Context: an optimization exercise on an open-source flow, tuned for small area. The choices shown serve that exercise and are no tape-out recipe. Function was checked by simulation only, so behaviour that the tests miss may differ from the original. Power is estimated from default activity; no workload was simulated.

<file path="flow/config.mk">
export PLATFORM = sky130hd
export DESIGN_NAME = iir_cascade_top
export DESIGN_NICKNAME = iir_cascade_top
export VERILOG_FILES = /design/flow/design.v
export SDC_FILE = /design/flow/constraint.sdc
export NUM_CORES = 4
export LEC_CHECK = 0
export CAP_MARGIN = 20
export CELL_PAD_IN_SITES_DETAIL_PLACEMENT = 1
export CORE_MARGIN = 2
export CORE_UTILIZATION = 40
export SLEW_MARGIN = 20
export SYNTH_HIERARCHICAL = 1
export SYNTH_MINIMUM_KEEP_SIZE = 0
</file>
<file path="flow/constraint.sdc">
create_clock -name core_clock -period 10.0 [get_ports {clk}]
set_input_delay 2.0000 -clock core_clock [delete_from_list [all_inputs] [get_ports {clk}]]
set_output_delay 2.0000 -clock core_clock [all_outputs]
set_load 0.01 [all_outputs]
</file>
<file path="flow/design.v">
package filter_pkg;
    localparam int SAMPLE_W = 16;
    localparam int ACC_W = 32;
    localparam int FRAC_BITS = 14;
    typedef logic signed [SAMPLE_W-1:0] sample_t;    
    typedef logic signed [ACC_W-1:0] acc_t;          
    typedef struct packed {
        sample_t b0;     
        sample_t b1;     
        sample_t b2;     
        sample_t a1;     
        sample_t a2;     
    } biquad_coef_t;
endpackage
package seq_pkg;
    typedef enum logic [2:0] {
        IDLE   = 3'd0,
        TAP_B0 = 3'd1,
        TAP_B1 = 3'd2,
        TAP_B2 = 3'd3,
        TAP_A1 = 3'd4,
        TAP_A2 = 3'd5,
        DRAIN1 = 3'd6,   
        DRAIN2 = 3'd7    
    } seq_state_t;
    typedef enum logic [1:0] {
        MAC_HOLD = 2'd0,     
        MAC_LOAD = 2'd1,     
        MAC_ACC  = 2'd2      
    } mac_op_t;
    typedef enum logic [2:0] {
        SEL_B0, SEL_B1, SEL_B2, SEL_A1, SEL_A2
    } tap_sel_t;
endpackage
`timescale 1ns/100ps
module sample_rate_timer #(
    parameter int SAMPLE_DIV = 16    
) (
    input  logic clk,
    input  logic reset,
    input  logic run,
    output logic sample_req
);
    localparam int CNT_W = (SAMPLE_DIV > 1) ? $clog2(SAMPLE_DIV) : 1;
    localparam logic [CNT_W-1:0] RELOAD = CNT_W'(SAMPLE_DIV - 1);
    logic [CNT_W-1:0] cnt;   
    always_ff @(posedge clk) begin
        if (!reset) begin
            cnt        <= RELOAD;
            sample_req <= 1'b0;
        end else if (!run) begin
            cnt        <= RELOAD;    
            sample_req <= 1'b0;
        end else if (cnt == '0) begin
            cnt        <= RELOAD;
            sample_req <= 1'b1;      
        end else begin
            cnt        <= cnt - 1'b1;
            sample_req <= 1'b0;
        end
    end
endmodule
module mac_booth
(
    input  logic [15:0] a,
    input  logic [15:0] b,
    input  logic        g,
    input  logic        sg,        
    input  logic [3:1] ci,        
    output logic [3:1] co,        
    input  logic [29:0] c,
    output logic [29:0] y
);
    logic [16:0] ax;
    assign ax = {a[15], a};
    wire one0 = b[0] ^ 1'b0;
    wire two0 = (b[1] ^ b[0]) & ~one0;
    wire neg0 = b[1] ^ g;
    wire v0_0;
    bpp u_pp0_0 (.a1(ax[0]), .a0(1'b0), .x1(one0), .x2(two0), .n(neg0), .y(v0_0));
    wire v0_1;
    bpp u_pp0_1 (.a1(ax[1]), .a0(ax[0]), .x1(one0), .x2(two0), .n(neg0), .y(v0_1));
    wire v0_2;
    bpp u_pp0_2 (.a1(ax[2]), .a0(ax[1]), .x1(one0), .x2(two0), .n(neg0), .y(v0_2));
    wire v0_3;
    bpp u_pp0_3 (.a1(ax[3]), .a0(ax[2]), .x1(one0), .x2(two0), .n(neg0), .y(v0_3));
    wire v0_4;
    bpp u_pp0_4 (.a1(ax[4]), .a0(ax[3]), .x1(one0), .x2(two0), .n(neg0), .y(v0_4));
    wire v0_5;
    bpp u_pp0_5 (.a1(ax[5]), .a0(ax[4]), .x1(one0), .x2(two0), .n(neg0), .y(v0_5));
    wire v0_6;
    bpp u_pp0_6 (.a1(ax[6]), .a0(ax[5]), .x1(one0), .x2(two0), .n(neg0), .y(v0_6));
    wire v0_7;
    bpp u_pp0_7 (.a1(ax[7]), .a0(ax[6]), .x1(one0), .x2(two0), .n(neg0), .y(v0_7));
    wire v0_8;
    bpp u_pp0_8 (.a1(ax[8]), .a0(ax[7]), .x1(one0), .x2(two0), .n(neg0), .y(v0_8));
    wire v0_9;
    bpp u_pp0_9 (.a1(ax[9]), .a0(ax[8]), .x1(one0), .x2(two0), .n(neg0), .y(v0_9));
    wire v0_10;
    bpp u_pp0_10 (.a1(ax[10]), .a0(ax[9]), .x1(one0), .x2(two0), .n(neg0), .y(v0_10));
    wire v0_11;
    bpp u_pp0_11 (.a1(ax[11]), .a0(ax[10]), .x1(one0), .x2(two0), .n(neg0), .y(v0_11));
    wire v0_12;
    bpp u_pp0_12 (.a1(ax[12]), .a0(ax[11]), .x1(one0), .x2(two0), .n(neg0), .y(v0_12));
    wire v0_13;
    bpp u_pp0_13 (.a1(ax[13]), .a0(ax[12]), .x1(one0), .x2(two0), .n(neg0), .y(v0_13));
    wire v0_14;
    bpp u_pp0_14 (.a1(ax[14]), .a0(ax[13]), .x1(one0), .x2(two0), .n(neg0), .y(v0_14));
    wire v0_15;
    bpp u_pp0_15 (.a1(ax[15]), .a0(ax[14]), .x1(one0), .x2(two0), .n(neg0), .y(v0_15));
    wire v0_16;
    bppn u_pp0_16 (.a1(ax[16]), .a0(ax[15]), .x1(one0), .x2(two0), .n(neg0), .y(v0_16));
    wire vs0 = v0_16 & sg;
    wire one1 = b[2] ^ b[1];
    wire two1 = (b[3] ^ b[2]) & ~one1;
    wire neg1 = b[3] ^ g;
    wire v1_0;
    bpp u_pp1_0 (.a1(ax[0]), .a0(1'b0), .x1(one1), .x2(two1), .n(neg1), .y(v1_0));
    wire v1_1;
    bpp u_pp1_1 (.a1(ax[1]), .a0(ax[0]), .x1(one1), .x2(two1), .n(neg1), .y(v1_1));
    wire v1_2;
    bpp u_pp1_2 (.a1(ax[2]), .a0(ax[1]), .x1(one1), .x2(two1), .n(neg1), .y(v1_2));
    wire v1_3;
    bpp u_pp1_3 (.a1(ax[3]), .a0(ax[2]), .x1(one1), .x2(two1), .n(neg1), .y(v1_3));
    wire v1_4;
    bpp u_pp1_4 (.a1(ax[4]), .a0(ax[3]), .x1(one1), .x2(two1), .n(neg1), .y(v1_4));
    wire v1_5;
    bpp u_pp1_5 (.a1(ax[5]), .a0(ax[4]), .x1(one1), .x2(two1), .n(neg1), .y(v1_5));
    wire v1_6;
    bpp u_pp1_6 (.a1(ax[6]), .a0(ax[5]), .x1(one1), .x2(two1), .n(neg1), .y(v1_6));
    wire v1_7;
    bpp u_pp1_7 (.a1(ax[7]), .a0(ax[6]), .x1(one1), .x2(two1), .n(neg1), .y(v1_7));
    wire v1_8;
    bpp u_pp1_8 (.a1(ax[8]), .a0(ax[7]), .x1(one1), .x2(two1), .n(neg1), .y(v1_8));
    wire v1_9;
    bpp u_pp1_9 (.a1(ax[9]), .a0(ax[8]), .x1(one1), .x2(two1), .n(neg1), .y(v1_9));
    wire v1_10;
    bpp u_pp1_10 (.a1(ax[10]), .a0(ax[9]), .x1(one1), .x2(two1), .n(neg1), .y(v1_10));
    wire v1_11;
    bpp u_pp1_11 (.a1(ax[11]), .a0(ax[10]), .x1(one1), .x2(two1), .n(neg1), .y(v1_11));
    wire v1_12;
    bpp u_pp1_12 (.a1(ax[12]), .a0(ax[11]), .x1(one1), .x2(two1), .n(neg1), .y(v1_12));
    wire v1_13;
    bpp u_pp1_13 (.a1(ax[13]), .a0(ax[12]), .x1(one1), .x2(two1), .n(neg1), .y(v1_13));
    wire v1_14;
    bpp u_pp1_14 (.a1(ax[14]), .a0(ax[13]), .x1(one1), .x2(two1), .n(neg1), .y(v1_14));
    wire v1_15;
    bpp u_pp1_15 (.a1(ax[15]), .a0(ax[14]), .x1(one1), .x2(two1), .n(neg1), .y(v1_15));
    wire v1_16;
    bppn u_pp1_16 (.a1(ax[16]), .a0(ax[15]), .x1(one1), .x2(two1), .n(neg1), .y(v1_16));
    wire vs1 = v1_16 & sg;
    wire one2 = b[4] ^ b[3];
    wire two2 = (b[5] ^ b[4]) & ~one2;
    wire neg2 = b[5] ^ g;
    wire v2_0;
    bpp u_pp2_0 (.a1(ax[0]), .a0(1'b0), .x1(one2), .x2(two2), .n(neg2), .y(v2_0));
    wire v2_1;
    bpp u_pp2_1 (.a1(ax[1]), .a0(ax[0]), .x1(one2), .x2(two2), .n(neg2), .y(v2_1));
    wire v2_2;
    bpp u_pp2_2 (.a1(ax[2]), .a0(ax[1]), .x1(one2), .x2(two2), .n(neg2), .y(v2_2));
    wire v2_3;
    bpp u_pp2_3 (.a1(ax[3]), .a0(ax[2]), .x1(one2), .x2(two2), .n(neg2), .y(v2_3));
    wire v2_4;
    bpp u_pp2_4 (.a1(ax[4]), .a0(ax[3]), .x1(one2), .x2(two2), .n(neg2), .y(v2_4));
    wire v2_5;
    bpp u_pp2_5 (.a1(ax[5]), .a0(ax[4]), .x1(one2), .x2(two2), .n(neg2), .y(v2_5));
    wire v2_6;
    bpp u_pp2_6 (.a1(ax[6]), .a0(ax[5]), .x1(one2), .x2(two2), .n(neg2), .y(v2_6));
    wire v2_7;
    bpp u_pp2_7 (.a1(ax[7]), .a0(ax[6]), .x1(one2), .x2(two2), .n(neg2), .y(v2_7));
    wire v2_8;
    bpp u_pp2_8 (.a1(ax[8]), .a0(ax[7]), .x1(one2), .x2(two2), .n(neg2), .y(v2_8));
    wire v2_9;
    bpp u_pp2_9 (.a1(ax[9]), .a0(ax[8]), .x1(one2), .x2(two2), .n(neg2), .y(v2_9));
    wire v2_10;
    bpp u_pp2_10 (.a1(ax[10]), .a0(ax[9]), .x1(one2), .x2(two2), .n(neg2), .y(v2_10));
    wire v2_11;
    bpp u_pp2_11 (.a1(ax[11]), .a0(ax[10]), .x1(one2), .x2(two2), .n(neg2), .y(v2_11));
    wire v2_12;
    bpp u_pp2_12 (.a1(ax[12]), .a0(ax[11]), .x1(one2), .x2(two2), .n(neg2), .y(v2_12));
    wire v2_13;
    bpp u_pp2_13 (.a1(ax[13]), .a0(ax[12]), .x1(one2), .x2(two2), .n(neg2), .y(v2_13));
    wire v2_14;
    bpp u_pp2_14 (.a1(ax[14]), .a0(ax[13]), .x1(one2), .x2(two2), .n(neg2), .y(v2_14));
    wire v2_15;
    bpp u_pp2_15 (.a1(ax[15]), .a0(ax[14]), .x1(one2), .x2(two2), .n(neg2), .y(v2_15));
    wire v2_16;
    bppn u_pp2_16 (.a1(ax[16]), .a0(ax[15]), .x1(one2), .x2(two2), .n(neg2), .y(v2_16));
    wire vs2 = v2_16 & sg;
    wire one3 = b[6] ^ b[5];
    wire two3 = (b[7] ^ b[6]) & ~one3;
    wire neg3 = b[7] ^ g;
    wire v3_0;
    bpp u_pp3_0 (.a1(ax[0]), .a0(1'b0), .x1(one3), .x2(two3), .n(neg3), .y(v3_0));
    wire v3_1;
    bpp u_pp3_1 (.a1(ax[1]), .a0(ax[0]), .x1(one3), .x2(two3), .n(neg3), .y(v3_1));
    wire v3_2;
    bpp u_pp3_2 (.a1(ax[2]), .a0(ax[1]), .x1(one3), .x2(two3), .n(neg3), .y(v3_2));
    wire v3_3;
    bpp u_pp3_3 (.a1(ax[3]), .a0(ax[2]), .x1(one3), .x2(two3), .n(neg3), .y(v3_3));
    wire v3_4;
    bpp u_pp3_4 (.a1(ax[4]), .a0(ax[3]), .x1(one3), .x2(two3), .n(neg3), .y(v3_4));
    wire v3_5;
    bpp u_pp3_5 (.a1(ax[5]), .a0(ax[4]), .x1(one3), .x2(two3), .n(neg3), .y(v3_5));
    wire v3_6;
    bpp u_pp3_6 (.a1(ax[6]), .a0(ax[5]), .x1(one3), .x2(two3), .n(neg3), .y(v3_6));
    wire v3_7;
    bpp u_pp3_7 (.a1(ax[7]), .a0(ax[6]), .x1(one3), .x2(two3), .n(neg3), .y(v3_7));
    wire v3_8;
    bpp u_pp3_8 (.a1(ax[8]), .a0(ax[7]), .x1(one3), .x2(two3), .n(neg3), .y(v3_8));
    wire v3_9;
    bpp u_pp3_9 (.a1(ax[9]), .a0(ax[8]), .x1(one3), .x2(two3), .n(neg3), .y(v3_9));
    wire v3_10;
    bpp u_pp3_10 (.a1(ax[10]), .a0(ax[9]), .x1(one3), .x2(two3), .n(neg3), .y(v3_10));
    wire v3_11;
    bpp u_pp3_11 (.a1(ax[11]), .a0(ax[10]), .x1(one3), .x2(two3), .n(neg3), .y(v3_11));
    wire v3_12;
    bpp u_pp3_12 (.a1(ax[12]), .a0(ax[11]), .x1(one3), .x2(two3), .n(neg3), .y(v3_12));
    wire v3_13;
    bpp u_pp3_13 (.a1(ax[13]), .a0(ax[12]), .x1(one3), .x2(two3), .n(neg3), .y(v3_13));
    wire v3_14;
    bpp u_pp3_14 (.a1(ax[14]), .a0(ax[13]), .x1(one3), .x2(two3), .n(neg3), .y(v3_14));
    wire v3_15;
    bpp u_pp3_15 (.a1(ax[15]), .a0(ax[14]), .x1(one3), .x2(two3), .n(neg3), .y(v3_15));
    wire v3_16;
    bppn u_pp3_16 (.a1(ax[16]), .a0(ax[15]), .x1(one3), .x2(two3), .n(neg3), .y(v3_16));
    wire vs3 = v3_16 & sg;
    wire one4 = b[8] ^ b[7];
    wire two4 = (b[9] ^ b[8]) & ~one4;
    wire neg4 = b[9] ^ g;
    wire v4_0;
    bpp u_pp4_0 (.a1(ax[0]), .a0(1'b0), .x1(one4), .x2(two4), .n(neg4), .y(v4_0));
    wire v4_1;
    bpp u_pp4_1 (.a1(ax[1]), .a0(ax[0]), .x1(one4), .x2(two4), .n(neg4), .y(v4_1));
    wire v4_2;
    bpp u_pp4_2 (.a1(ax[2]), .a0(ax[1]), .x1(one4), .x2(two4), .n(neg4), .y(v4_2));
    wire v4_3;
    bpp u_pp4_3 (.a1(ax[3]), .a0(ax[2]), .x1(one4), .x2(two4), .n(neg4), .y(v4_3));
    wire v4_4;
    bpp u_pp4_4 (.a1(ax[4]), .a0(ax[3]), .x1(one4), .x2(two4), .n(neg4), .y(v4_4));
    wire v4_5;
    bpp u_pp4_5 (.a1(ax[5]), .a0(ax[4]), .x1(one4), .x2(two4), .n(neg4), .y(v4_5));
    wire v4_6;
    bpp u_pp4_6 (.a1(ax[6]), .a0(ax[5]), .x1(one4), .x2(two4), .n(neg4), .y(v4_6));
    wire v4_7;
    bpp u_pp4_7 (.a1(ax[7]), .a0(ax[6]), .x1(one4), .x2(two4), .n(neg4), .y(v4_7));
    wire v4_8;
    bpp u_pp4_8 (.a1(ax[8]), .a0(ax[7]), .x1(one4), .x2(two4), .n(neg4), .y(v4_8));
    wire v4_9;
    bpp u_pp4_9 (.a1(ax[9]), .a0(ax[8]), .x1(one4), .x2(two4), .n(neg4), .y(v4_9));
    wire v4_10;
    bpp u_pp4_10 (.a1(ax[10]), .a0(ax[9]), .x1(one4), .x2(two4), .n(neg4), .y(v4_10));
    wire v4_11;
    bpp u_pp4_11 (.a1(ax[11]), .a0(ax[10]), .x1(one4), .x2(two4), .n(neg4), .y(v4_11));
    wire v4_12;
    bpp u_pp4_12 (.a1(ax[12]), .a0(ax[11]), .x1(one4), .x2(two4), .n(neg4), .y(v4_12));
    wire v4_13;
    bpp u_pp4_13 (.a1(ax[13]), .a0(ax[12]), .x1(one4), .x2(two4), .n(neg4), .y(v4_13));
    wire v4_14;
    bpp u_pp4_14 (.a1(ax[14]), .a0(ax[13]), .x1(one4), .x2(two4), .n(neg4), .y(v4_14));
    wire v4_15;
    bpp u_pp4_15 (.a1(ax[15]), .a0(ax[14]), .x1(one4), .x2(two4), .n(neg4), .y(v4_15));
    wire v4_16;
    bppn u_pp4_16 (.a1(ax[16]), .a0(ax[15]), .x1(one4), .x2(two4), .n(neg4), .y(v4_16));
    wire vs4 = v4_16 & sg;
    wire one5 = b[10] ^ b[9];
    wire two5 = (b[11] ^ b[10]) & ~one5;
    wire neg5 = b[11] ^ g;
    wire v5_0;
    bpp u_pp5_0 (.a1(ax[0]), .a0(1'b0), .x1(one5), .x2(two5), .n(neg5), .y(v5_0));
    wire v5_1;
    bpp u_pp5_1 (.a1(ax[1]), .a0(ax[0]), .x1(one5), .x2(two5), .n(neg5), .y(v5_1));
    wire v5_2;
    bpp u_pp5_2 (.a1(ax[2]), .a0(ax[1]), .x1(one5), .x2(two5), .n(neg5), .y(v5_2));
    wire v5_3;
    bpp u_pp5_3 (.a1(ax[3]), .a0(ax[2]), .x1(one5), .x2(two5), .n(neg5), .y(v5_3));
    wire v5_4;
    bpp u_pp5_4 (.a1(ax[4]), .a0(ax[3]), .x1(one5), .x2(two5), .n(neg5), .y(v5_4));
    wire v5_5;
    bpp u_pp5_5 (.a1(ax[5]), .a0(ax[4]), .x1(one5), .x2(two5), .n(neg5), .y(v5_5));
    wire v5_6;
    bpp u_pp5_6 (.a1(ax[6]), .a0(ax[5]), .x1(one5), .x2(two5), .n(neg5), .y(v5_6));
    wire v5_7;
    bpp u_pp5_7 (.a1(ax[7]), .a0(ax[6]), .x1(one5), .x2(two5), .n(neg5), .y(v5_7));
    wire v5_8;
    bpp u_pp5_8 (.a1(ax[8]), .a0(ax[7]), .x1(one5), .x2(two5), .n(neg5), .y(v5_8));
    wire v5_9;
    bpp u_pp5_9 (.a1(ax[9]), .a0(ax[8]), .x1(one5), .x2(two5), .n(neg5), .y(v5_9));
    wire v5_10;
    bpp u_pp5_10 (.a1(ax[10]), .a0(ax[9]), .x1(one5), .x2(two5), .n(neg5), .y(v5_10));
    wire v5_11;
    bpp u_pp5_11 (.a1(ax[11]), .a0(ax[10]), .x1(one5), .x2(two5), .n(neg5), .y(v5_11));
    wire v5_12;
    bpp u_pp5_12 (.a1(ax[12]), .a0(ax[11]), .x1(one5), .x2(two5), .n(neg5), .y(v5_12));
    wire v5_13;
    bpp u_pp5_13 (.a1(ax[13]), .a0(ax[12]), .x1(one5), .x2(two5), .n(neg5), .y(v5_13));
    wire v5_14;
    bpp u_pp5_14 (.a1(ax[14]), .a0(ax[13]), .x1(one5), .x2(two5), .n(neg5), .y(v5_14));
    wire v5_15;
    bpp u_pp5_15 (.a1(ax[15]), .a0(ax[14]), .x1(one5), .x2(two5), .n(neg5), .y(v5_15));
    wire v5_16;
    bppn u_pp5_16 (.a1(ax[16]), .a0(ax[15]), .x1(one5), .x2(two5), .n(neg5), .y(v5_16));
    wire vs5 = v5_16 & sg;
    wire one6 = b[12] ^ b[11];
    wire two6 = (b[13] ^ b[12]) & ~one6;
    wire neg6 = b[13] ^ g;
    wire v6_0;
    bpp u_pp6_0 (.a1(ax[0]), .a0(1'b0), .x1(one6), .x2(two6), .n(neg6), .y(v6_0));
    wire v6_1;
    bpp u_pp6_1 (.a1(ax[1]), .a0(ax[0]), .x1(one6), .x2(two6), .n(neg6), .y(v6_1));
    wire v6_2;
    bpp u_pp6_2 (.a1(ax[2]), .a0(ax[1]), .x1(one6), .x2(two6), .n(neg6), .y(v6_2));
    wire v6_3;
    bpp u_pp6_3 (.a1(ax[3]), .a0(ax[2]), .x1(one6), .x2(two6), .n(neg6), .y(v6_3));
    wire v6_4;
    bpp u_pp6_4 (.a1(ax[4]), .a0(ax[3]), .x1(one6), .x2(two6), .n(neg6), .y(v6_4));
    wire v6_5;
    bpp u_pp6_5 (.a1(ax[5]), .a0(ax[4]), .x1(one6), .x2(two6), .n(neg6), .y(v6_5));
    wire v6_6;
    bpp u_pp6_6 (.a1(ax[6]), .a0(ax[5]), .x1(one6), .x2(two6), .n(neg6), .y(v6_6));
    wire v6_7;
    bpp u_pp6_7 (.a1(ax[7]), .a0(ax[6]), .x1(one6), .x2(two6), .n(neg6), .y(v6_7));
    wire v6_8;
    bpp u_pp6_8 (.a1(ax[8]), .a0(ax[7]), .x1(one6), .x2(two6), .n(neg6), .y(v6_8));
    wire v6_9;
    bpp u_pp6_9 (.a1(ax[9]), .a0(ax[8]), .x1(one6), .x2(two6), .n(neg6), .y(v6_9));
    wire v6_10;
    bpp u_pp6_10 (.a1(ax[10]), .a0(ax[9]), .x1(one6), .x2(two6), .n(neg6), .y(v6_10));
    wire v6_11;
    bpp u_pp6_11 (.a1(ax[11]), .a0(ax[10]), .x1(one6), .x2(two6), .n(neg6), .y(v6_11));
    wire v6_12;
    bpp u_pp6_12 (.a1(ax[12]), .a0(ax[11]), .x1(one6), .x2(two6), .n(neg6), .y(v6_12));
    wire v6_13;
    bpp u_pp6_13 (.a1(ax[13]), .a0(ax[12]), .x1(one6), .x2(two6), .n(neg6), .y(v6_13));
    wire v6_14;
    bpp u_pp6_14 (.a1(ax[14]), .a0(ax[13]), .x1(one6), .x2(two6), .n(neg6), .y(v6_14));
    wire v6_15;
    bpp u_pp6_15 (.a1(ax[15]), .a0(ax[14]), .x1(one6), .x2(two6), .n(neg6), .y(v6_15));
    wire v6_16;
    bppn u_pp6_16 (.a1(ax[16]), .a0(ax[15]), .x1(one6), .x2(two6), .n(neg6), .y(v6_16));
    wire vs6 = v6_16 & sg;
    wire one7 = b[14] ^ b[13];
    wire two7 = (b[15] ^ b[14]) & ~one7;
    wire neg7 = b[15] ^ g;
    wire v7_0;
    bpp u_pp7_0 (.a1(ax[0]), .a0(1'b0), .x1(one7), .x2(two7), .n(neg7), .y(v7_0));
    wire v7_1;
    bpp u_pp7_1 (.a1(ax[1]), .a0(ax[0]), .x1(one7), .x2(two7), .n(neg7), .y(v7_1));
    wire v7_2;
    bpp u_pp7_2 (.a1(ax[2]), .a0(ax[1]), .x1(one7), .x2(two7), .n(neg7), .y(v7_2));
    wire v7_3;
    bpp u_pp7_3 (.a1(ax[3]), .a0(ax[2]), .x1(one7), .x2(two7), .n(neg7), .y(v7_3));
    wire v7_4;
    bpp u_pp7_4 (.a1(ax[4]), .a0(ax[3]), .x1(one7), .x2(two7), .n(neg7), .y(v7_4));
    wire v7_5;
    bpp u_pp7_5 (.a1(ax[5]), .a0(ax[4]), .x1(one7), .x2(two7), .n(neg7), .y(v7_5));
    wire v7_6;
    bpp u_pp7_6 (.a1(ax[6]), .a0(ax[5]), .x1(one7), .x2(two7), .n(neg7), .y(v7_6));
    wire v7_7;
    bpp u_pp7_7 (.a1(ax[7]), .a0(ax[6]), .x1(one7), .x2(two7), .n(neg7), .y(v7_7));
    wire v7_8;
    bpp u_pp7_8 (.a1(ax[8]), .a0(ax[7]), .x1(one7), .x2(two7), .n(neg7), .y(v7_8));
    wire v7_9;
    bpp u_pp7_9 (.a1(ax[9]), .a0(ax[8]), .x1(one7), .x2(two7), .n(neg7), .y(v7_9));
    wire v7_10;
    bpp u_pp7_10 (.a1(ax[10]), .a0(ax[9]), .x1(one7), .x2(two7), .n(neg7), .y(v7_10));
    wire v7_11;
    bpp u_pp7_11 (.a1(ax[11]), .a0(ax[10]), .x1(one7), .x2(two7), .n(neg7), .y(v7_11));
    wire v7_12;
    bpp u_pp7_12 (.a1(ax[12]), .a0(ax[11]), .x1(one7), .x2(two7), .n(neg7), .y(v7_12));
    wire v7_13;
    bpp u_pp7_13 (.a1(ax[13]), .a0(ax[12]), .x1(one7), .x2(two7), .n(neg7), .y(v7_13));
    wire v7_14;
    bpp u_pp7_14 (.a1(ax[14]), .a0(ax[13]), .x1(one7), .x2(two7), .n(neg7), .y(v7_14));
    wire v7_15;
    bpp u_pp7_15 (.a1(ax[15]), .a0(ax[14]), .x1(one7), .x2(two7), .n(neg7), .y(v7_15));
    wire s0, k0;
    ha2 u_ha1 (.a(v0_14), .b(v1_12), .s(s0), .co(k0));
    wire s1, k1;
    ha2 u_ha2 (.a(v0_15), .b(v1_13), .s(s1), .co(k1));
    wire s2, k2;
    ha2 u_ha3 (.a(vs0), .b(v1_14), .s(s2), .co(k2));
    wire s3, k3;
    ha2 u_ha4 (.a(v0_8), .b(v1_6), .s(s3), .co(k3));
    wire s4, k4;
    ha2 u_ha5 (.a(v0_9), .b(v1_7), .s(s4), .co(k4));
    wire s5, k5;
    fa3 u_fa6 (.a(v0_10), .b(v1_8), .c(v2_6), .s(s5), .co(k5));
    wire s6, k6;
    ha2 u_ha7 (.a(v3_4), .b(v4_2), .s(s6), .co(k6));
    wire s7, k7;
    fa3 u_fa8 (.a(v0_11), .b(v1_9), .c(v2_7), .s(s7), .co(k7));
    wire s8, k8;
    ha2 u_ha9 (.a(v3_5), .b(v4_3), .s(s8), .co(k8));
    wire s9, k9;
    fa3 u_fa10 (.a(v0_12), .b(v1_10), .c(v2_8), .s(s9), .co(k9));
    wire s10, k10;
    fa3 u_fa11 (.a(v3_6), .b(v4_4), .c(v5_2), .s(s10), .co(k10));
    wire s11, k11;
    ha2 u_ha12 (.a(v6_0), .b(neg6), .s(s11), .co(k11));
    wire s12, k12;
    fa3 u_fa13 (.a(v0_13), .b(v1_11), .c(v2_9), .s(s12), .co(k12));
    wire s13, k13;
    fa3 u_fa14 (.a(v3_7), .b(v4_5), .c(v5_3), .s(s13), .co(k13));
    wire s14, k14;
    ha2 u_ha15 (.a(v6_1), .b(c[13]), .s(s14), .co(k14));
    wire s15, k15;
    fa3 u_fa16 (.a(v2_10), .b(v3_8), .c(v4_6), .s(s15), .co(k15));
    wire s16, k16;
    fa3 u_fa17 (.a(v5_4), .b(v6_2), .c(v7_0), .s(s16), .co(k16));
    wire s17, k17;
    fa3 u_fa18 (.a(neg7), .b(c[14]), .c(s0), .s(s17), .co(k17));
    wire s18, k18;
    fa3 u_fa19 (.a(v2_11), .b(v3_9), .c(v4_7), .s(s18), .co(k18));
    wire s19, k19;
    fa3 u_fa20 (.a(v5_5), .b(v6_3), .c(v7_1), .s(s19), .co(k19));
    wire s20, k20;
    fa3 u_fa21 (.a(c[15]), .b(s1), .c(k0), .s(s20), .co(k20));
    wire s21, k21;
    fa3 u_fa22 (.a(v2_12), .b(v3_10), .c(v4_8), .s(s21), .co(k21));
    wire s22, k22;
    fa3 u_fa23 (.a(v5_6), .b(v6_4), .c(v7_2), .s(s22), .co(k22));
    wire s23, k23;
    fa3 u_fa24 (.a(c[16]), .b(s2), .c(k1), .s(s23), .co(k23));
    wire s24, k24;
    fa3 u_fa25 (.a(v1_15), .b(v2_13), .c(v3_11), .s(s24), .co(k24));
    wire s25, k25;
    fa3 u_fa26 (.a(v4_9), .b(v5_7), .c(v6_5), .s(s25), .co(k25));
    wire s26, k26;
    fa3 u_fa27 (.a(v7_3), .b(c[17]), .c(k2), .s(s26), .co(k26));
    wire s27, k27;
    fa3 u_fa28 (.a(vs1), .b(v2_14), .c(v3_12), .s(s27), .co(k27));
    wire s28, k28;
    fa3 u_fa29 (.a(v4_10), .b(v5_8), .c(v6_6), .s(s28), .co(k28));
    wire s29, k29;
    ha2 u_ha30 (.a(v7_4), .b(c[18]), .s(s29), .co(k29));
    wire s30, k30;
    fa3 u_fa31 (.a(v2_15), .b(v3_13), .c(v4_11), .s(s30), .co(k30));
    wire s31, k31;
    fa3 u_fa32 (.a(v5_9), .b(v6_7), .c(v7_5), .s(s31), .co(k31));
    wire s32, k32;
    fa3 u_fa33 (.a(vs2), .b(v3_14), .c(v4_12), .s(s32), .co(k32));
    wire s33, k33;
    ha2 u_ha34 (.a(v5_10), .b(v6_8), .s(s33), .co(k33));
    wire s34, k34;
    fa3 u_fa35 (.a(v3_15), .b(v4_13), .c(v5_11), .s(s34), .co(k34));
    wire s35, k35;
    ha2 u_ha36 (.a(vs3), .b(v4_14), .s(s35), .co(k35));
    wire s36, k36;
    ha2 u_ha37 (.a(v0_4), .b(v1_2), .s(s36), .co(k36));
    wire s37, k37;
    ha2 u_ha38 (.a(v0_5), .b(v1_3), .s(s37), .co(k37));
    wire s38, k38;
    fa3 u_fa39 (.a(v0_6), .b(v1_4), .c(v2_2), .s(s38), .co(k38));
    wire s39, k39;
    ha2 u_ha40 (.a(v3_0), .b(neg3), .s(s39), .co(k39));
    wire s40, k40;
    fa3 u_fa41 (.a(v0_7), .b(v1_5), .c(v2_3), .s(s40), .co(k40));
    wire s41, k41;
    ha2 u_ha42 (.a(v3_1), .b(c[7]), .s(s41), .co(k41));
    wire s42, k42;
    fa3 u_fa43 (.a(v2_4), .b(v3_2), .c(v4_0), .s(s42), .co(k42));
    wire s43, k43;
    fa3 u_fa44 (.a(neg4), .b(c[8]), .c(s3), .s(s43), .co(k43));
    wire s44, k44;
    fa3 u_fa45 (.a(v2_5), .b(v3_3), .c(v4_1), .s(s44), .co(k44));
    wire s45, k45;
    fa3 u_fa46 (.a(c[9]), .b(s4), .c(k3), .s(s45), .co(k45));
    wire s46, k46;
    fa3 u_fa47 (.a(v5_0), .b(neg5), .c(c[10]), .s(s46), .co(k46));
    wire s47, k47;
    fa3 u_fa48 (.a(s5), .b(s6), .c(k4), .s(s47), .co(k47));
    wire s48, k48;
    fa3 u_fa49 (.a(v5_1), .b(c[11]), .c(s7), .s(s48), .co(k48));
    wire s49, k49;
    fa3 u_fa50 (.a(s8), .b(k5), .c(k6), .s(s49), .co(k49));
    wire s50, k50;
    fa3 u_fa51 (.a(c[12]), .b(s9), .c(s10), .s(s50), .co(k50));
    wire s51, k51;
    fa3 u_fa52 (.a(s11), .b(k7), .c(k8), .s(s51), .co(k51));
    wire s52, k52;
    fa3 u_fa53 (.a(s12), .b(s13), .c(s14), .s(s52), .co(k52));
    wire s53, k53;
    fa3 u_fa54 (.a(k9), .b(k10), .c(k11), .s(s53), .co(k53));
    wire s54, k54;
    fa3 u_fa55 (.a(s15), .b(s16), .c(s17), .s(s54), .co(k54));
    wire s55, k55;
    fa3 u_fa56 (.a(k12), .b(k13), .c(k14), .s(s55), .co(k55));
    wire s56, k56;
    fa3 u_fa57 (.a(s18), .b(s19), .c(s20), .s(s56), .co(k56));
    wire s57, k57;
    fa3 u_fa58 (.a(k15), .b(k16), .c(k17), .s(s57), .co(k57));
    wire s58, k58;
    fa3 u_fa59 (.a(s21), .b(s22), .c(s23), .s(s58), .co(k58));
    wire s59, k59;
    fa3 u_fa60 (.a(k18), .b(k19), .c(k20), .s(s59), .co(k59));
    wire s60, k60;
    fa3 u_fa61 (.a(s24), .b(s25), .c(s26), .s(s60), .co(k60));
    wire s61, k61;
    fa3 u_fa62 (.a(k21), .b(k22), .c(k23), .s(s61), .co(k61));
    wire s62, k62;
    fa3 u_fa63 (.a(s27), .b(s28), .c(s29), .s(s62), .co(k62));
    wire s63, k63;
    fa3 u_fa64 (.a(k24), .b(k25), .c(k26), .s(s63), .co(k63));
    wire s64, k64;
    fa3 u_fa65 (.a(c[19]), .b(s30), .c(s31), .s(s64), .co(k64));
    wire s65, k65;
    fa3 u_fa66 (.a(k27), .b(k28), .c(k29), .s(s65), .co(k65));
    wire s66, k66;
    fa3 u_fa67 (.a(v7_6), .b(c[20]), .c(s32), .s(s66), .co(k66));
    wire s67, k67;
    fa3 u_fa68 (.a(s33), .b(k30), .c(k31), .s(s67), .co(k67));
    wire s68, k68;
    fa3 u_fa69 (.a(v6_9), .b(v7_7), .c(c[21]), .s(s68), .co(k68));
    wire s69, k69;
    fa3 u_fa70 (.a(s34), .b(k32), .c(k33), .s(s69), .co(k69));
    wire s70, k70;
    fa3 u_fa71 (.a(v5_12), .b(v6_10), .c(v7_8), .s(s70), .co(k70));
    wire s71, k71;
    fa3 u_fa72 (.a(c[22]), .b(s35), .c(k34), .s(s71), .co(k71));
    wire s72, k72;
    fa3 u_fa73 (.a(v4_15), .b(v5_13), .c(v6_11), .s(s72), .co(k72));
    wire s73, k73;
    fa3 u_fa74 (.a(v7_9), .b(c[23]), .c(k35), .s(s73), .co(k73));
    wire s74, k74;
    fa3 u_fa75 (.a(vs4), .b(v5_14), .c(v6_12), .s(s74), .co(k74));
    wire s75, k75;
    ha2 u_ha76 (.a(v7_10), .b(c[24]), .s(s75), .co(k75));
    wire s76, k76;
    fa3 u_fa77 (.a(v5_15), .b(v6_13), .c(v7_11), .s(s76), .co(k76));
    wire s77, k77;
    ha2 u_ha78 (.a(vs5), .b(v6_14), .s(s77), .co(k77));
    wire s78, k78;
    ha2 u_ha79 (.a(v0_2), .b(v1_0), .s(s78), .co(k78));
    wire s79, k79;
    ha2 u_ha80 (.a(v0_3), .b(v1_1), .s(s79), .co(k79));
    wire s80, k80;
    fa3 u_fa81 (.a(v2_0), .b(neg2), .c(c[4]), .s(s80), .co(k80));
    wire s81, k81;
    fa3 u_fa82 (.a(v2_1), .b(c[5]), .c(s37), .s(s81), .co(k81));
    wire s82, k82;
    fa3 u_fa83 (.a(c[6]), .b(s38), .c(s39), .s(s82), .co(k82));
    wire s83, k83;
    fa3 u_fa84 (.a(s40), .b(s41), .c(k38), .s(s83), .co(k83));
    wire s84, k84;
    fa3 u_fa85 (.a(s42), .b(s43), .c(k40), .s(s84), .co(k84));
    wire s85, k85;
    fa3 u_fa86 (.a(s44), .b(s45), .c(k42), .s(s85), .co(k85));
    wire s86, k86;
    fa3 u_fa87 (.a(s46), .b(s47), .c(k44), .s(s86), .co(k86));
    wire s87, k87;
    fa3 u_fa88 (.a(s48), .b(s49), .c(k46), .s(s87), .co(k87));
    wire s88, k88;
    fa3 u_fa89 (.a(s50), .b(s51), .c(k48), .s(s88), .co(k88));
    wire s89, k89;
    fa3 u_fa90 (.a(s52), .b(s53), .c(k50), .s(s89), .co(k89));
    wire s90, k90;
    fa3 u_fa91 (.a(s54), .b(s55), .c(k52), .s(s90), .co(k90));
    wire s91, k91;
    fa3 u_fa92 (.a(s56), .b(s57), .c(k54), .s(s91), .co(k91));
    wire s92, k92;
    fa3 u_fa93 (.a(s58), .b(s59), .c(k56), .s(s92), .co(k92));
    wire s93, k93;
    fa3 u_fa94 (.a(s60), .b(s61), .c(k58), .s(s93), .co(k93));
    wire s94, k94;
    fa3 u_fa95 (.a(s62), .b(s63), .c(k60), .s(s94), .co(k94));
    wire s95, k95;
    fa3 u_fa96 (.a(s64), .b(s65), .c(k62), .s(s95), .co(k95));
    wire s96, k96;
    fa3 u_fa97 (.a(s66), .b(s67), .c(k64), .s(s96), .co(k96));
    wire s97, k97;
    fa3 u_fa98 (.a(s68), .b(s69), .c(k66), .s(s97), .co(k97));
    wire s98, k98;
    fa3 u_fa99 (.a(s70), .b(s71), .c(k68), .s(s98), .co(k98));
    wire s99, k99;
    fa3 u_fa100 (.a(s72), .b(s73), .c(k70), .s(s99), .co(k99));
    wire s100, k100;
    fa3 u_fa101 (.a(s74), .b(s75), .c(k72), .s(s100), .co(k100));
    wire s101, k101;
    fa3 u_fa102 (.a(c[25]), .b(s76), .c(k74), .s(s101), .co(k101));
    wire s102, k102;
    fa3 u_fa103 (.a(v7_12), .b(c[26]), .c(s77), .s(s102), .co(k102));
    wire s103, k103;
    fa3 u_fa104 (.a(v6_15), .b(v7_13), .c(c[27]), .s(s103), .co(k103));
    wire s104, k104;
    ha2 u_ha105 (.a(vs6), .b(v7_14), .s(s104), .co(k104));
    wire s105, k105;
    ha2 u_ha106 (.a(v0_0), .b(neg0), .s(s105), .co(k105));
    wire s106, k106;
    ha2 u_ha107 (.a(v0_1), .b(c[1]), .s(s106), .co(k106));
    wire s107, k107;
    fa3 u_fa108 (.a(neg1), .b(c[2]), .c(s78), .s(s107), .co(k107));
    wire s108, k108;
    fa3 u_fa109 (.a(c[3]), .b(s79), .c(k78), .s(s108), .co(k108));
    wire s109, k109;
    fa3 u_fa110 (.a(s36), .b(s80), .c(k79), .s(s109), .co(k109));
    wire s110, k110;
    fa3 u_fa111 (.a(k36), .b(s81), .c(k80), .s(s110), .co(k110));
    wire s111, k111;
    fa3 u_fa112 (.a(k37), .b(s82), .c(k81), .s(s111), .co(k111));
    wire s112, k112;
    fa3 u_fa113 (.a(k39), .b(s83), .c(k82), .s(s112), .co(k112));
    wire s113, k113;
    fa3 u_fa114 (.a(k41), .b(s84), .c(k83), .s(s113), .co(k113));
    wire s114, k114;
    fa3 u_fa115 (.a(k43), .b(s85), .c(k84), .s(s114), .co(k114));
    wire s115, k115;
    fa3 u_fa116 (.a(k45), .b(s86), .c(k85), .s(s115), .co(k115));
    wire s116, k116;
    fa3 u_fa117 (.a(k47), .b(s87), .c(k86), .s(s116), .co(k116));
    wire s117, k117;
    fa3 u_fa118 (.a(k49), .b(s88), .c(k87), .s(s117), .co(k117));
    wire s118, k118;
    fa3 u_fa119 (.a(k51), .b(s89), .c(k88), .s(s118), .co(k118));
    wire s119, k119;
    fa3 u_fa120 (.a(k53), .b(s90), .c(k89), .s(s119), .co(k119));
    wire s120, k120;
    fa3 u_fa121 (.a(k55), .b(s91), .c(k90), .s(s120), .co(k120));
    wire s121, k121;
    fa3 u_fa122 (.a(k57), .b(s92), .c(k91), .s(s121), .co(k121));
    wire s122, k122;
    fa3 u_fa123 (.a(k59), .b(s93), .c(k92), .s(s122), .co(k122));
    wire s123, k123;
    fa3 u_fa124 (.a(k61), .b(s94), .c(k93), .s(s123), .co(k123));
    wire s124, k124;
    fa3 u_fa125 (.a(k63), .b(s95), .c(k94), .s(s124), .co(k124));
    wire s125, k125;
    fa3 u_fa126 (.a(k65), .b(s96), .c(k95), .s(s125), .co(k125));
    wire s126, k126;
    fa3 u_fa127 (.a(k67), .b(s97), .c(k96), .s(s126), .co(k126));
    wire s127, k127;
    fa3 u_fa128 (.a(k69), .b(s98), .c(k97), .s(s127), .co(k127));
    wire s128, k128;
    fa3 u_fa129 (.a(k71), .b(s99), .c(k98), .s(s128), .co(k128));
    wire s129, k129;
    fa3 u_fa130 (.a(k73), .b(s100), .c(k99), .s(s129), .co(k129));
    wire s130, k130;
    fa3 u_fa131 (.a(k75), .b(s101), .c(k100), .s(s130), .co(k130));
    wire s131, k131;
    fa3 u_fa132 (.a(k76), .b(s102), .c(k101), .s(s131), .co(k131));
    wire s132, k132;
    fa3 u_fa133 (.a(k77), .b(s103), .c(k102), .s(s132), .co(k132));
    wire s133, k133;
    fa3 u_fa134 (.a(c[28]), .b(s104), .c(k103), .s(s133), .co(k133));
    wire s134, k134;
    fa3 u_fa135 (.a(v7_15), .b(c[29]), .c(k104), .s(s134), .co(k134));
    wire [29:0] r0 = {s134, s133, s132, s131, s130, s129, s128, s127, s126, s125, s124, s123, s122, s121, s120, s119, s118, s117, s116, s115, s114, s113, s112, s111, s110, s109, s108, s107, s106, c[0]};
    wire [29:0] r1 = {k133, k132, k131, k130, k129, k128, k127, k126, k125, k124, k123, k122, k121, k120, k119, k118, k117, k116, k115, k114, k113, k112, k111, k110, k109, k108, k107, k106, k105, s105};
    wire rs0, rc0;
    ha2 u_rha0 (.a(c[0]), .b(s105), .s(rs0), .co(rc0));
    assign y[0] = rs0;
    wire rs1, rc1;
    fa3 u_rfa1 (.a(s106), .b(k105), .c(rc0), .s(rs1), .co(rc1));
    assign y[1] = rs1;
    wire rs2, rc2;
    fa3 u_rfa2 (.a(s107), .b(k106), .c(rc1), .s(rs2), .co(rc2));
    assign y[2] = rs2;
    wire rs3, rc3;
    fa3 u_rfa3 (.a(s108), .b(k107), .c(rc2), .s(rs3), .co(rc3));
    assign y[3] = rs3;
    wire rs4, rc4;
    fa3 u_rfa4 (.a(s109), .b(k108), .c(rc3), .s(rs4), .co(rc4));
    assign y[4] = rs4;
    wire rs5, rc5;
    fa3 u_rfa5 (.a(s110), .b(k109), .c(rc4), .s(rs5), .co(rc5));
    assign y[5] = rs5;
    wire rs6, rc6;
    fa3 u_rfa6 (.a(s111), .b(k110), .c(rc5), .s(rs6), .co(rc6));
    assign y[6] = rs6;
    wire rs7, rc7;
    fa3 u_rfa7 (.a(s112), .b(k111), .c(rc6), .s(rs7), .co(rc7));
    assign y[7] = rs7;
    assign co[1] = rc7;
    wire rs8, rc8;
    fa3 u_rfa8 (.a(s113), .b(k112), .c(ci[1]), .s(rs8), .co(rc8));
    assign y[8] = rs8;
    wire rs9, rc9;
    fa3 u_rfa9 (.a(s114), .b(k113), .c(rc8), .s(rs9), .co(rc9));
    assign y[9] = rs9;
    wire rs10, rc10;
    fa3 u_rfa10 (.a(s115), .b(k114), .c(rc9), .s(rs10), .co(rc10));
    assign y[10] = rs10;
    wire rs11, rc11;
    fa3 u_rfa11 (.a(s116), .b(k115), .c(rc10), .s(rs11), .co(rc11));
    assign y[11] = rs11;
    wire rs12, rc12;
    fa3 u_rfa12 (.a(s117), .b(k116), .c(rc11), .s(rs12), .co(rc12));
    assign y[12] = rs12;
    wire rs13, rc13;
    fa3 u_rfa13 (.a(s118), .b(k117), .c(rc12), .s(rs13), .co(rc13));
    assign y[13] = rs13;
    wire rs14, rc14;
    fa3 u_rfa14 (.a(s119), .b(k118), .c(rc13), .s(rs14), .co(rc14));
    assign y[14] = rs14;
    wire rs15, rc15;
    fa3 u_rfa15 (.a(s120), .b(k119), .c(rc14), .s(rs15), .co(rc15));
    assign y[15] = rs15;
    assign co[2] = rc15;
    wire rs16, rc16;
    fa3 u_rfa16 (.a(s121), .b(k120), .c(ci[2]), .s(rs16), .co(rc16));
    assign y[16] = rs16;
    wire rs17, rc17;
    fa3 u_rfa17 (.a(s122), .b(k121), .c(rc16), .s(rs17), .co(rc17));
    assign y[17] = rs17;
    wire rs18, rc18;
    fa3 u_rfa18 (.a(s123), .b(k122), .c(rc17), .s(rs18), .co(rc18));
    assign y[18] = rs18;
    wire rs19, rc19;
    fa3 u_rfa19 (.a(s124), .b(k123), .c(rc18), .s(rs19), .co(rc19));
    assign y[19] = rs19;
    wire rs20, rc20;
    fa3 u_rfa20 (.a(s125), .b(k124), .c(rc19), .s(rs20), .co(rc20));
    assign y[20] = rs20;
    wire rs21, rc21;
    fa3 u_rfa21 (.a(s126), .b(k125), .c(rc20), .s(rs21), .co(rc21));
    assign y[21] = rs21;
    wire rs22, rc22;
    fa3 u_rfa22 (.a(s127), .b(k126), .c(rc21), .s(rs22), .co(rc22));
    assign y[22] = rs22;
    assign co[3] = rc22;
    wire rs23, rc23;
    fa3 u_rfa23 (.a(s128), .b(k127), .c(ci[3]), .s(rs23), .co(rc23));
    assign y[23] = rs23;
    wire rs24, rc24;
    fa3 u_rfa24 (.a(s129), .b(k128), .c(rc23), .s(rs24), .co(rc24));
    assign y[24] = rs24;
    wire rs25, rc25;
    fa3 u_rfa25 (.a(s130), .b(k129), .c(rc24), .s(rs25), .co(rc25));
    assign y[25] = rs25;
    wire rs26, rc26;
    fa3 u_rfa26 (.a(s131), .b(k130), .c(rc25), .s(rs26), .co(rc26));
    assign y[26] = rs26;
    wire rs27, rc27;
    fa3 u_rfa27 (.a(s132), .b(k131), .c(rc26), .s(rs27), .co(rc27));
    assign y[27] = rs27;
    wire rs28, rc28;
    fa3 u_rfa28 (.a(s133), .b(k132), .c(rc27), .s(rs28), .co(rc28));
    assign y[28] = rs28;
    wire rs29, rc29;
    fa3 u_rfa29 (.a(s134), .b(k133), .c(rc28), .s(rs29), .co(rc29));
    assign y[29] = rs29;
endmodule
module fa3 (input logic a, input logic b, input logic c, output logic s, output logic co);
    assign s  = a ^ b ^ c;
    assign co = (a & b) | (a & c) | (b & c);
endmodule
module bpp (input logic a1, input logic a0, input logic x1, input logic x2, input logic n, output logic y);
    assign y = ((a1 & x1) | (a0 & x2)) ^ n;
endmodule
module bppn (input logic a1, input logic a0, input logic x1, input logic x2, input logic n, output logic y);
    assign y = ~(((a1 & x1) | (a0 & x2)) ^ n);
endmodule
module ha2 (input logic a, input logic b, output logic s, output logic co);
    assign s  = a ^ b;
    assign co = a & b;
endmodule
`timescale 1ns/100ps
module iir_cascade_top
#(
    parameter int SAMPLE_DIV = 16    
) (
    input  logic         clk,
    input  logic         reset,
    input  logic         run,
    input  logic [15:0]  sample_in,
    input  logic [79:0]  coef_s1,
    input  logic [79:0]  coef_s2,
    output logic         sample_req,
    output logic [15:0]  filt_out,
    output logic         out_valid
);
    localparam logic [29:0] ACC_INIT = 30'h15572000;
    sample_rate_timer #(
        .SAMPLE_DIV (SAMPLE_DIV)
    ) u_timer (
        .clk        (clk),
        .reset      (reset),
        .run        (run),
        .sample_req (sample_req)
    );
    logic [4:0]  step;           
    logic        hist_ok1;       
    logic        hist_ok2;       
    logic [15:0] x1, x2;         
    logic [15:0] y1a, y1b;       
    logic [15:0] y2a, y2b;       
    logic [15:0] c0, c1, c2, c3; 
    logic [29:0] acc;
    always_ff @(posedge clk) begin
        if (!reset)
            step <= '0;
        else if (sample_req)
            step <= 5'd1;
        else if (step == 5'd16)
            step <= '0;
        else if (step != 5'd0)
            step <= step + 5'd1;
    end
    always_ff @(posedge clk) begin
        if (!reset)
            out_valid <= 1'b0;
        else
            out_valid <= (step == 5'd16);
    end
    always_ff @(posedge clk) begin
        if (!reset) begin
            hist_ok1 <= 1'b0;
            hist_ok2 <= 1'b0;
        end else if (step == 5'd16) begin
            hist_ok1 <= 1'b1;
            hist_ok2 <= hist_ok1;
        end
    end
    wire ld1 = (step == 5'd1);      
    wire ld2 = (step == 5'd9);      
    always_ff @(posedge clk) begin
        if (ld1) begin
            x1 <= c3;                
            x2 <= x1;
        end
        if (step == 5'd9) begin
            y1a <= acc[29:14];
            y1b <= y1a;
        end
        if (out_valid) begin
            y2a <= acc[29:14];
            y2b <= y2a;
        end
    end
    wire ld = ld1 | ld2;
    always_ff @(posedge clk) begin
        c0 <= ({16{ld1}} & coef_s1[79:64]) | ({16{ld2}} & coef_s2[79:64]) | ({16{!ld}} & c1);  
        c1 <= ({16{ld1}} & coef_s1[63:48]) | ({16{ld2}} & coef_s2[63:48]) | ({16{!ld}} & c2);  
        c2 <= ({16{ld1}} & coef_s1[31:16]) | ({16{ld2}} & coef_s2[31:16]) | ({16{!ld}} & c3);  
        c3 <= sample_req ? sample_in : ld2 ? coef_s2[15:0] : coef_s1[15:0];                    
    end
    wire s1  = (step == 5'd1);
    wire s2  = (step == 5'd2);
    wire s3  = (step == 5'd3);
    wire s4  = (step == 5'd4);
    wire s5  = (step == 5'd5);
    wire s9  = (step == 5'd9);
    wire s10 = (step == 5'd10);
    wire s11 = (step == 5'd11);
    wire s12 = (step == 5'd12);
    wire s13 = (step == 5'd13);
    wire sel_x1  = s2;
    wire sel_x2  = (s1 & hist_ok2) | (s3 & hist_ok1);
    wire sel_y1a = (s4 & hist_ok1) | s10;
    wire sel_y1b = ((s5 | s9) & hist_ok2) | (s11 & hist_ok1);
    wire sel_y2a = s12 & hist_ok1;
    wire sel_y2b = s13 & hist_ok2;
    wire fb      = s4 | s5 | s12 | s13;      
    wire [15:0] mc = ({16{ld1}} & coef_s1[47:32]) | ({16{ld2}} & coef_s2[47:32]) | ({16{!ld}} & c0);
    wire [15:0] md = ({16{sel_x1}} & x1)  | ({16{sel_x2}} & x2)  |
                     ({16{sel_y1a}} & y1a) | ({16{sel_y1b}} & y1b) |
                     ({16{sel_y2a}} & y2a) | ({16{sel_y2b}} & y2b);
    wire neg = fb && (c0 != 16'h8000);
    wire acc_load = ld;
    wire mac_on = s1 | s2 | s3 | s4 | s5 | s9 | s10 | s11 | s12 | s13;
    logic [29:0] mac_y;
    logic [3:1]  cy;             
    logic [3:1]  mac_co;
    mac_booth u_mac (
        .a  (mc),
        .b  (md),
        .g  (neg),
        .sg (mac_on),
        .ci (acc_load ? 3'b000 : cy),
        .co (mac_co),
        .c  (acc_load ? ACC_INIT : acc),
        .y  (mac_y)
    );
    always_ff @(posedge clk) begin
        acc <= mac_y;
        cy  <= mac_co;
    end
    assign filt_out = acc[29:14];
endmodule
</file>
<file path="flow/flow/run.sh">
#!/bin/bash
set -o pipefail
export BUFFER_PORTS_ARGS="-buffer_cell sky130_fd_sc_hd__buf_1"
export CTS_ARGS="-sink_clustering_enable -repair_clock_nets -dont_use_dummy_load -buf_list sky130_fd_sc_hd__clkbuf_4 -sink_clustering_size 12 -sink_clustering_max_diameter 50"
bash standard.sh > standard.log 2>&1
</file>
<file path="flow/standard.sh">
#!/bin/bash
# synth_recipe.tcl (not shown) runs the flow's synth.tcl, then flattens the netlist and writes it again
# the make line also repeats each setting of config.mk as NAME=value (left out here)
make -C /OpenROAD-flow-scripts/flow DESIGN_CONFIG=/design/flow/config.mk WORK_HOME=/design/flow/orfs CLKGATE_MAP_FILE= SYNTH_SCRIPT=/design/flow/synth_recipe.tcl "${@:-finish}"
</file>
==> impl_metrics.env, run 1 <==
export IMPL_first_pass_iters=6
export IMPL_worstPathRequired_ns=10.57
export IMPL_p_leak_nw=5.91
export IMPL_syn_area_um2=14300
export IMPL_worst_hold_path_endpoint="c1[11]"
export IMPL_area_growth_pct=10.7
export IMPL_cts_hold_fix_buffers=0
export IMPL_floorplan_rows=69
export IMPL_fin_area_um2=15900
export IMPL_setup_tns_final_ns=0
export IMPL_postCtsSetupBuffers=0
export IMPL_die_y_um=193
export IMPL_arrival_ns=9.37
export IMPL_pwr_share_seq_pct=42.8
export IMPL_cts_path_max_buffers=3
export IMPL_synth_cells=1112
export IMPL_routed_via_density=5.77
export IMPL_worst_pin_slew_ns=1.11
export IMPL_final_cell_mix="196 x buf_1, 141 x fa_1, 135 x a22oi_2"
export IMPL_cts_sinks=206
export IMPL_detail_route_wl_per_cell_um=24.5
export IMPL_path_clk_slew_ns=0.12
export IMPL_dpl_cell_area_um2=15600
export IMPL_setup_ws_ns=1.20
export IMPL_start_util_pct=40.5
export IMPL_fin_crit_sh_pct=88.0
export IMPL_synth_async_reset_ratio_pct=0
export IMPL_synth_top_flop_cell="dfxtp_1"
export IMPL_ant_nets=0
export IMPL_cts_resized=0
export IMPL_crit_fanout=17
export IMPL_hold_violations=0
export IMPL_synthTopCellsByArea="edfxtp_1 20%, fa_1 20%, dfxtp_1 15%, a22oi_2 12%, xnor2_1 7.9%"
export IMPL_grt_max_degree=62
export IMPL_dp_slack_ns=1.20
export IMPL_rr_endpoint="acc[15]"
export IMPL_via_count=10200
export IMPL_fp_dieW_um=193
export IMPL_worstSetupPathType="reg -> reg"
export IMPL_synth_distinct_cells=48
export IMPL_dieArea_um2=37400
export IMPL_grt_total_usage_pct=23.1
export IMPL_p_clk_share_pct=14.9
export IMPL_totalWireLength_mm=43.3
export IMPL_p_switching_mw=1.22
export IMPL_reg2reg_from="step[1]"
export IMPL_status="timing/DRC/antenna clean"
export IMPL_hold_ws_ns=0.435
export IMPL_cp_startpoint="step[1]"
export IMPL_synth_edf_count=96
export IMPL_htree_num_levels=1
export IMPL_gp_congestion=1.04
export IMPL_cts_buffers=29
export IMPL_io_pins=197
export IMPL_final_nets=1653
export IMPL_final_common_cell="buf_1"
export IMPL_synth_seq_cells=206
export IMPL_layout_drive_gt1_share_pct=18.9
export IMPL_cts_tree="done"
export IMPL_slew_headroom_pct=25.9
export IMPL_drc_errors=0
export IMPL_drt_initial_drc_count=739
export IMPL_r2r_cells=23
export IMPL_setup_viol_count_final=0
export IMPL_portBuffers=196
export IMPL_vdd_drop_max_v=0.000118
export IMPL_seq_area_frac_synth_pct=35.5
export IMPL_skew_ns=0.0777
export IMPL_syn_area_per_cell_um2=12.9
export IMPL_hpwl_mm=33.2
export IMPL_drv_slew=0
export IMPL_placed_cells=1734
export IMPL_power_density_nw_per_um2=175
export IMPL_yosysTopAreaCell="edfxtp_1"
export IMPL_drv_cap=0
export IMPL_yosys_warnings=8
export IMPL_fill_cells=3843
export IMPL_r2r_slack_ns=1.20
export IMPL_hp_start="c2[11]"
export IMPL_crit_path_end_kind="flip-flop"
export IMPL_fin_crit_ns=8.80
export IMPL_synth_top_area_share_pct=20.1
export IMPL_hold_class="reg -> reg"
export IMPL_first_global_vias=11300
export IMPL_rsz0062_at_grt="false"
export IMPL_antenna_found_initial=2
export IMPL_p_sw_share_pct=44.0
export IMPL_max_freq_mhz=114
export IMPL_final_cells=1764
export IMPL_grt_first_pass_wirelength_mm=67.0
export IMPL_core_area_um2=35400
export IMPL_cts_root_buffer="clkbuf_4"
export IMPL_clk_latency_ns=0.75
export IMPL_start_kind="flip-flop"
export IMPL_overflow=0
export IMPL_p_comb_share_pct=42.3
export IMPL_p_int_mw=1.55
export IMPL_worstHoldPathCells=2
Yosys cell counts (17+ instances only):
library cell / number
a22oi_2: 135
nand2_1: 26
a221o_1: 32
fa_1: 141
edfxtp_1: 96
xnor2_1: 129
clkbuf_1: 32
o21ai_0: 21
ha_1: 29
a222oi_1: 64
mux2i_1: 17
nand2b_1: 20
dfxtp_1: 110
buf_4: 50
inv_1: 71
xor2_1: 23
and2_1: 32
layer usage:
metal	part of all wire [%]	up-vias	global-route usage, %
met5	0.030	-	0
met4	3.7	2	8.23
met3	5.6	82	3.52
met2	50	362	40.7
met1	40	5293	28.8
li1	-	4441	-
Yosys stat by module (local to each module, per instance), a selection:
| module | cell area, um^2 | flip-flops and latches | cells | times used |
|---|---|---|---|---|
| iir_cascade_top | 7580 | 201 | 576 | 1 |
| mac_booth | 567 | 0 | 79 | 1 |
| bpp | 21.3 | 0 | 2 | 128 |
| bppn | 21.3 | 0 | 2 | 7 |
| fa3 | 20.0 | 0 | 1 | 141 |
| ha2 | 12.5 | 0 | 1 | 24 |
cell type report:
class / count / area, um^2 / area share, %
Multi-Input combinational cell: 750 / 8610 / 54.3
Sequential cell: 206 / 5080 / 32.0
Timing Repair Buffer: 246 / 1110 / 7.00
Tap cell: 461 / 577 / 3.63
Inverter: 71 / 267 / 1.68
Clock buffer: 29 / 218 / 1.37
Antenna cell: 1 / 2.50 / 0.0158
metrics by stage:
stage	util, %	total power [mW]
floorplan	-	2.06
global placement	44.2	2.34
detailed placement	44.2	2.38
CTS	44.8	2.80
global route	44.8	2.95
finish	44.8	2.77
cell families after synthesis:
group                    Yosys count  synth area share [%]
buffers and inverters            163                  5.87
AO/OA/AOI/OAI                    285                  21.1
flip-flops                       206                  35.5
adder cells (fa/ha/maj)          170                  22.2
multiplexers                      18                  1.27
XOR/XNOR                         152                  9.29
other                              1                0.0262
AND/OR/NAND/NOR                  117                  4.73
power groups by stage:
| stage | clock, mW | sequential (mW) | combinational [mW] |
|---|---|---|---|
| 2_1_floorplan | 0 | 1.12 | 0.934 |
| 3_3_place_gp | 0 | 1.21 | 1.13 |
| 3_5_place_dp | 0 | 1.21 | 1.17 |
| 4_1_cts | 0.436 | 1.19 | 1.18 |
| 5_1_grt | 0.462 | 1.20 | 1.29 |
| 6_report | 0.414 | 1.19 | 1.17 |
sequential cells by signal (all words and copies together) (netlist names):
register            cells
hist_ok2                1
c3                     16
y1b                    16
u_timer.cnt             4
cy                      3
y2b                    16
x2                     16
step                    5
c2                     16
acc                    30
hist_ok1                1
c1                     16
out_valid               1
u_timer.sample_req      1
y1a                    16
y2a                    16
c0                     16
x1                     16
worst max-delay path by stage:
stage / slack, ns / endpoint
floorplan: 0.95 / acc[22]
global placement: 1.33 / acc[22]
detailed placement: 1.20 / acc[22]
CTS: 1.11 / acc[15]
global route: 0.83 / acc[15]
finish: 1.20 / acc[15]
worst max-delay path, stage by stage (launching register included):
cell and delay (ns):
dfxtp_1 0.36, inv_1 0.10, ha_1 0.27, and3b_1 0.67, nand3b_1 0.23, o31ai_4 0.24, a221o_1 0.50, nand2b_1 0.12
o22ai_2 0.38, buf_4 0.35, a22oi_2 0.10, xnor2_1 0.17, ha_1 0.30, fa_1 0.48, fa_1 0.54, fa_1 0.45
fa_1 0.47, fa_1 0.42, fa_1 0.40, fa_1 0.40, fa_1 0.43, fa_1 0.39, fa_1 0.40, fa_1 0.45
==> inputs of run 2 (changes only) <==
==> flow/flow/run.sh (replaced) <==
#!/bin/bash
set -o pipefail
export BUFFER_PORTS_ARGS="-buffer_cell sky130_fd_sc_hd__buf_1"
export CTS_ARGS="-sink_clustering_enable -repair_clock_nets -dont_use_dummy_load -buf_list sky130_fd_sc_hd__clkbuf_8 -sink_clustering_size 20 -sink_clustering_max_diameter 60"
bash standard.sh > standard.log 2>&1
--- a/flow/config.mk
+++ b/flow/config.mk
@@ -7,5 +7,4 @@
 export LEC_CHECK = 0
 export CAP_MARGIN = 20
-export CELL_PAD_IN_SITES_DETAIL_PLACEMENT = 1
 export CORE_MARGIN = 2
 export CORE_UTILIZATION = 40
==> impl_metrics.env, run 2 <==
export IMPL_status="timing/DRC/antenna clean"
export IMPL_start_kind="flip-flop"
export IMPL_hold_class="reg -> reg"
export IMPL_totalWireLength_mm=40.1
export IMPL_fin_crit_ns=8.79
export IMPL_worstPathRequired_ns=10.35
export IMPL_p_clk_share_pct=17.0
export IMPL_syn_area_um2=14300
export IMPL_layout_drive_gt1_share_pct=18.5
export IMPL_final_cell_mix="196 x buf_1, 141 x fa_1, 135 x a22oi_2"
export IMPL_synth_seq_cells=206
export IMPL_first_pass_iters=9
export IMPL_pwr_share_seq_pct=42.2
export IMPL_skew_ns=0.125
export IMPL_p_sw_share_pct=42.7
export IMPL_ant_nets=0
export IMPL_seq_area_frac_synth_pct=35.5
export IMPL_drt_initial_drc_count=809
export IMPL_top_register="acc"
export IMPL_diodes=0
export IMPL_yosysMostFrequentCell="fa_1"
export IMPL_setup_tns_final_ns=0
export IMPL_final_common_cell="buf_1"
export IMPL_grt_first_pass_wirelength_mm=61.5
export IMPL_yosys_warnings=8
export IMPL_htree_num_levels=1
export IMPL_synth_cells=1112
export IMPL_start_util_pct=40.5
export IMPL_syn_area_per_cell_um2=12.9
export IMPL_vdd_drop_max_v=0.000136
export IMPL_path_clk_slew_ns=0.12
export IMPL_cts_sinks=206
export IMPL_p_int_mw=1.61
export IMPL_synth_top_family_by_area="adder cells"
export IMPL_portBuffers=196
export IMPL_dieArea_um2=37400
export IMPL_grt_max_degree=62
export IMPL_via_count=9885
export IMPL_synth_adder_area_share_pct=22.2
export IMPL_p_comb_share_pct=40.7
export IMPL_fin_crit_sh_pct=87.9
export IMPL_synth_top_flop_cell="dfxtp_1"
export IMPL_power_density_nw_per_um2=176
export IMPL_drc_errors=0
export IMPL_arrival_ns=9.14
export IMPL_first_global_vias=10500
export IMPL_crit_path_end_kind="flip-flop"
export IMPL_clk_latency_ns=0.60
export IMPL_finish_utilization_pct=45.1
export IMPL_synth_distinct_cells=48
export IMPL_synth_mux_area_share_pct=1.27
export IMPL_grt_total_usage_pct=21.4
export IMPL_final_nets=1646
export IMPL_synthTopCellsByArea="edfxtp_1 20%, fa_1 20%, dfxtp_1 15%, a22oi_2 12%, xnor2_1 7.9%"
export IMPL_cts_resized=0
export IMPL_worstSetupPathType="reg -> reg"
export IMPL_gp_congestion=1.04
export IMPL_die_y_um=193
export IMPL_hold_violations=0
export IMPL_area_growth_pct=11.3
export IMPL_overflow=0
export IMPL_rsz0062_at_grt="false"
export IMPL_fp_dieW_um=193
export IMPL_p_leak_nw=5.93
export IMPL_cts_tree="done"
export IMPL_synth_xor_area_share_pct=9.29
export IMPL_setup_viol_count_final=0
export IMPL_cts_root_buffer="clkbuf_8"
export IMPL_p_switching_mw=1.20
export IMPL_floorplan_rows=69
export IMPL_slew_headroom_pct=25.1
export IMPL_yosysTopAreaCell="edfxtp_1"
export IMPL_synth_top_area_share_pct=20.1
export IMPL_crit_fanout=17
export IMPL_detail_route_wl_per_cell_um=22.9
export IMPL_drv_slew=0
export IMPL_synth_edf_count=96
export IMPL_drv_cap=0
export IMPL_largest_reg_flops=30
export IMPL_cts_hold_fix_buffers=0
export IMPL_cts_path_max_buffers=3
export IMPL_yosys_top_cells_count="141 x fa_1, 135 x a22oi_2, 129 x xnor2_1, 110 x dfxtp_1, 96 x edfxtp_1"
export IMPL_routed_via_density=5.63
export IMPL_cts_buffers=22
export IMPL_synth_compound_area_share_pct=21.1
export IMPL_max_freq_mhz=114
export IMPL_yosys_area_share_simple_pct=4.73
export IMPL_antenna_found_initial=0
export IMPL_core_area_um2=35400
export IMPL_postCtsSetupBuffers=0
export IMPL_synth_async_reset_ratio_pct=0
export IMPL_hpwl_mm=30.6
export IMPL_worst_pin_slew_ns=1.12
export IMPL_io_pins=197
==> run 2: final timing paths <==
check,from,endpoint,slack [ns],cells after the start
worst min-delay path,acc[28],y2a[14],0.41,0
worst max register to register,step[0],acc[22],1.21,21
worst min register to register,acc[28],y2a[14],0.41,0
worst max-delay path,step[0],acc[22],1.21,21
==> run 2: layer usage <==
metal | global-route usage [%] | wire (um) | vias to the layer above
li1 | - | - | 4415
met1 | 28.0 | 16800 | 5032
met4 | 9.33 | 1840 | 0
met5 | 0 | 0 | -
met3 | 3.33 | 2280 | 67
met2 | 35.2 | 19200 | 371
==> run 2: cell type report <==
| type | count | area, um^2 |
|---|---|---|
| well taps | 461 | 577 |
| inverters | 71 | 267 |
| multi-input cells | 750 | 8610 |
| fillers | 3344 | 19400 |
| repair buffers | 246 | 1110 |
| flip-flops and latches | 206 | 5080 |
| clock buffers | 22 | 303 |
==> run 2: worst max-delay path: stages, from the launching register on <==
cell and delay [ns]:
dfxtp_1 0.43, ha_1 0.28, and3b_1 0.66, nand3b_1 0.23
o31ai_4 0.24, a221o_1 0.49, nand2b_1 0.12, o21ai_2 0.62
buf_4 0.32, a22oi_2 0.08, xnor2_1 0.28, fa_1 0.49
fa_1 0.52, fa_1 0.44, fa_1 0.47, fa_1 0.44
fa_1 0.41, fa_1 0.40, fa_1 0.39, fa_1 0.40
fa_1 0.39, fa_1 0.43
==> run 2: stage by stage <==
step                      power, mW  worst slack [ns]  instance area, um^2  hold WS [ns]  instances
after floorplan                2.06             0.946                14400         0.384       1119
after global placement         2.34              1.33                15600         0.396       1734
after detailed placement       2.35              1.27                15600         0.404       1734
after CTS                      2.84              1.11                15900         0.414       1756
after global routing           2.99             0.863                16000         0.413       1756
final                          2.81              1.21                16000         0.407       1756
==> run 2: cell families (layout without fill, tap and decap cells) <==
logic type               after synthesis  after routing
AO/OA/AOI/OAI                        285            285
XOR/XNOR                             152            152
adder cells (fa/ha/maj)              170            170
buffers and inverters                163            339
flip-flops                           206            206
multiplexers                          18             18
other                                  1              8
AND/OR/NAND/NOR                      117            117
==> run 2: power groups by stage <==
stage | clock network, mW | logic, mW | registers, mW
3_3_place_gp | 0 | 1.13 | 1.21
5_1_grt | 0.525 | 1.26 | 1.20
2_1_floorplan | 0 | 0.934 | 1.12
6_report | 0.479 | 1.14 | 1.19
3_5_place_dp | 0 | 1.14 | 1.21
4_1_cts | 0.495 | 1.15 | 1.19
==> run 2: Yosys stat by module (local to each module, per instance), excerpt <==
| module | flip-flops and latches | copies in the design |
|---|---|---|
| ha2 | 0 | 24 |
| mac_booth | 0 | 1 |
| iir_cascade_top | 201 | 1 |
| bppn | 0 | 7 |
| fa3 | 0 | 141 |
| bpp | 0 | 128 |

## afterwards: timing with drivers on the ports
How much do the figures lean on ideal ports? The routed layouts below were timed once more, with nothing changed but the port constraints. Step 1 assumes that a clkbuf_16 drives the clock port and a buf_2 every other input. Step 2, shift: input delay + t, output delay - t, t = (earliest + latest rising clock arrival at the registers) / 2. This alone moves slack from input paths to output paths. Slacks: ideal / step 1 / step 2; pairs: ideal / step 1.
run	shift t [ns]	setup slack, ns	clock arrival spread, ns
run 1	0.757	1.199 / 1.199 / 1.144	0.078 / 0.078
run 2	0.587	1.214 / 1.214 / 1.214	0.125 / 0.124
After both steps every run listed still meets setup and hold. The setup slack of run 1, which loses most, moves by 0.000 ns with the drivers and by -0.055 ns with both steps.
